Background: an optimization exercise with open tools, aiming at small area. Do not read the settings as production practice. Where RTL was checked, it was by simulation tests only, not by an equivalence proof against the original.

Setup of the reference run:
// aes_inv_round
module aes_inv_round
(
    input  logic            clk,
    input  logic            rst,
    input  logic            in_valid,
    input  aes_pkg::block_t cipher_block,
    input  aes_pkg::block_t round_key,
    output logic            out_valid,
    output aes_pkg::block_t plain_block
);
Settings: LEC_CHECK=0, CAP_MARGIN=20, CORE_MARGIN=2, CORE_UTILIZATION=55, CTS_CLUSTER_DIAMETER=110, CTS_CLUSTER_SIZE=26, GPL_TIMING_DRIVEN=0, SLEW_MARGIN=20; clock period 5.0 ns.
standard.sh (not shown) runs the stock make flow with config.mk's settings and CLKGATE_MAP_FILE= SYNTH_SCRIPT=/design/flow/synth_recipe.tcl, a recipe that flattens the netlist after the stock synthesis.
==> flow/flow/run.sh <==
#!/bin/bash
# Own layout flow: the standard layout (standard.sh), except that
#  - Yosys's ABC step uses the area-oriented mapping script in flow/custom.abc
#    (registers, their names and the rest of the synthesis are as in the standard flow);
#  - the port buffers placed on every input and output are the smallest buffer cell;
#  - no extra buffers on nets that only join an internal wire to an output port
#    (SYNTH_INSBUF=0): the port buffer already separates them.
set -euo pipefail
W=$(pwd)
FLOWDIR=$W/flow
# Synthesis script: ORFS's synth.tcl with only the ABC script swapped
sed "s#log_cmd abc {\*}\$abc_args#log_cmd abc {*}[lreplace \$abc_args 1 1 $FLOWDIR/custom.abc]#" \
    "$FLOW_HOME/scripts/synth.tcl" > "$W/own_synth_core.tcl"
grep -q "custom.abc" "$W/own_synth_core.tcl"
sed "s#source \$::env(SCRIPTS_DIR)/synth.tcl#source $W/own_synth_core.tcl#" \
    "$W/synth_recipe.tcl" > "$W/own_synth.tcl"
grep -q "own_synth_core.tcl" "$W/own_synth.tcl"
sed -e "s#SYNTH_SCRIPT=[^ ]*synth_recipe.tcl#SYNTH_SCRIPT=$W/own_synth.tcl#" \
    -e "s#^make #make 'BUFFER_PORTS_ARGS=-buffer_cell sky130_fd_sc_hd__buf_1' SYNTH_INSBUF=0 #" \
    "$W/standard.sh" > "$W/own_standard.sh"
grep -q "own_synth.tcl" "$W/own_standard.sh"
grep -q "BUFFER_PORTS_ARGS" "$W/own_standard.sh"
bash "$W/own_standard.sh" finish > "$W/flow_make.log" 2>&1
==> flow/flow/custom.abc <==
strash; dch; amap
[inputs] the trial run vs the reference run
- changing CTS_CLUSTER_SIZE from 26 to 20
- changing CTS_CLUSTER_DIAMETER from 110 to 100
- Reported for the reference run and the trial run, non-clock buffer count turned out identical to the last digit.
- In the trial run, the number of resized instances in the post-cts repair step came out 1 below the value in the reference run.
- In the metrics for the reference run and the trial run, the one carrying the higher time the final worst path needs with I/O delays and setup is the reference run.
- Between the trial run and the reference run, the worst hold slack figures differ only marginally.
- Going from the reference run to the trial run, register-to-register slack higher, total wirelength of the detailed-routed design roughly the same, wire length on met1 lower.
- Delta(length in cells of the worst reg-to-reg path, the trial run - the reference run) < 0
- Status: cell area parity (the reference run, the trial run)
No run of this note included a check of the RTL's function; only the layout flow was run.

========
== run 1 ==
aes_inv_round, a different RTL version from the one above (not shown whole).
Size in the first run: roughly 2,800 cells after synthesis.
Design aes_inv_round, start of the top module:
module aes_inv_round
(
    input  logic            clk,
    input  logic            rst,
    input  logic            in_valid,
    input  aes_pkg::block_t cipher_block,
    input  aes_pkg::block_t round_key,
    output logic            out_valid,
    output aes_pkg::block_t plain_block
);
clock: 5.0 ns
lec_check: 0
cap_margin: 20
core_margin: 2
core_utilization: 55
cts_cluster_diameter: 100
cts_cluster_size: 20
gpl_timing_driven: 0
slew_margin: 20
==> flow/flow/custom.abc <==
strash; &get -n; &dch -f; &nf -R 1000; &put
Scripts as last shown in full above: flow/flow/run.sh
### run 1 -> run 2
- swapping 20 for 26 in CTS_CLUSTER_SIZE
- swapping 100 for 110 in CTS_CLUSTER_DIAMETER
-- flow/flow/run.sh --
<<< run 1, line 7
#    (SYNTH_INSBUF=0): the port buffer already separates them.
>>> run 2, line 7
#    (SYNTH_INSBUF=0): the port buffer already separates them;
#  - no half/full adder extraction before ABC (ADDER_MAP_FILE empty), so ABC maps
#    the XOR logic itself.
<<< run 1, line 19
    -e "s#^make #make 'BUFFER_PORTS_ARGS=-buffer_cell sky130_fd_sc_hd__buf_1' SYNTH_INSBUF=0 #" \
>>> run 2, line 21
    -e "s#^make #make 'BUFFER_PORTS_ARGS=-buffer_cell sky130_fd_sc_hd__buf_1' SYNTH_INSBUF=0 ADDER_MAP_FILE= #" \
==> flow/flow/custom.abc <==
strash; &get -n; &dch -f; &nf -R 1000 -F 6 -A 4 -C 32; &put
- Relative to run 1, the final routed wirelength across all metal layers of run 2 is higher by 2.3%.
- The core of run 2 is less densely filled than that of run 1.
- Run 2 has transition time of the tightest slew-check pin above what run 1 had.
- Re count of plain and timing-repair buffers: no difference whatsoever between run 2 and run 1.
- Compared with run 1, in run 2 required time reported for the critical path endpoint held; highest achievable clock rate shows an increase of 2.2%; depth of the worst register-to-register path went down 2.
- The clock-pin slew on the worst setup and hold paths was comparable across run 1 and run 2.
### run 2 -> run 3
- a change of CORE_UTILIZATION from 55 to 50
## What came out
- Summary of run 3 over run 2: length of routed met3 wiring went down 28%, synthesized flop and latch total has remained practically unchanged, wire length of the first global-routing pass went up by about 0.46%.
- Total wirelength of the detailed-routed design delta (run 3 − run 2): favourable
- Area overhead of the layout relative to synthesis: run 3 vs run 2 up 0.58 points
Modified inputs, run 4 compared to run 3
- CORE_UTILIZATION now 60, was 50
Results
Initial core utilization (run 4 over run 3): increase, 11 points. Changes observed in run 4 relative to run 3: transition at the pin with the smallest max-transition slack went down, global-route usage went up, signal arrival time at the worst endpoint went down. Critical path depth: lower on run 3. Between run 4 and run 3, the worst hold slack figures differ only marginally. Run 4 improves on run 3 in die outline area.
Inputs modified between run 4 and run 5:
- CTS_CLUSTER_DIAMETER now 100, was 110
- CORE_UTILIZATION now 55, was 60
- CTS_CLUSTER_SIZE now 20, was 26
## What came out
- Core utilization: run 5 lower than run 4
- Compared with run 4, run 5 shows global routing usage on met1 lower by 0.38 points.
- Summary of run 5 over run 4: non-clock buffer contribution to total cell area closely matched the old numbers.

-- re-timing with driven ports --
In the flow no input, the clock included, has a driving cell. The finished layouts below were timed again as built, in two steps.
Step 1 assumes that a clkbuf_16 drives the clock port and a buf_2 every other input.
Step 2 moves the port delays by t, midway between the first and last clock arrival at a register: inputs arrive t later, outputs are due t later. That takes back most of the time a late clock gives input paths.
a / b / c = ideal / step 1 / step 2; a / b = the first two.
| run | shift t [ns] | slack for setup (ns) | slew at the worst register clock pin (ns) | worst slew at a driven data input, ns |
|---|---|---|---|---|
| the reference run | 0.562 | 0.345 / 0.345 / -0.157 | 0.11 / 0.11 | 0.05 |
| the trial run | 0.570 | 0.363 / 0.363 / -0.171 | 0.09 / 0.09 | 0.05 |
| run 1 | 0.568 | 0.365 / 0.365 / 0.365 | 0.09 / 0.09 | 0.05 |
| run 2 | 0.561 | 0.465 / 0.465 / 0.465 | 0.10 / 0.10 | 0.04 |
| run 3 | 0.561 | 0.443 / 0.443 / 0.443 | 0.10 / 0.10 | 0.05 |
| run 4 | 0.550 | 0.534 / 0.534 / 0.534 | 0.11 / 0.11 | 0.04 |
| run 5 | 0.569 | 0.479 / 0.479 / 0.479 | 0.10 / 0.10 | 0.04 |
With both steps, setup timing fails in the reference run and the trial run, where it was met with ideal ports. The setup slack of the trial run, which loses most, moves by 0.000 ns with the drivers and by -0.534 ns with both steps.
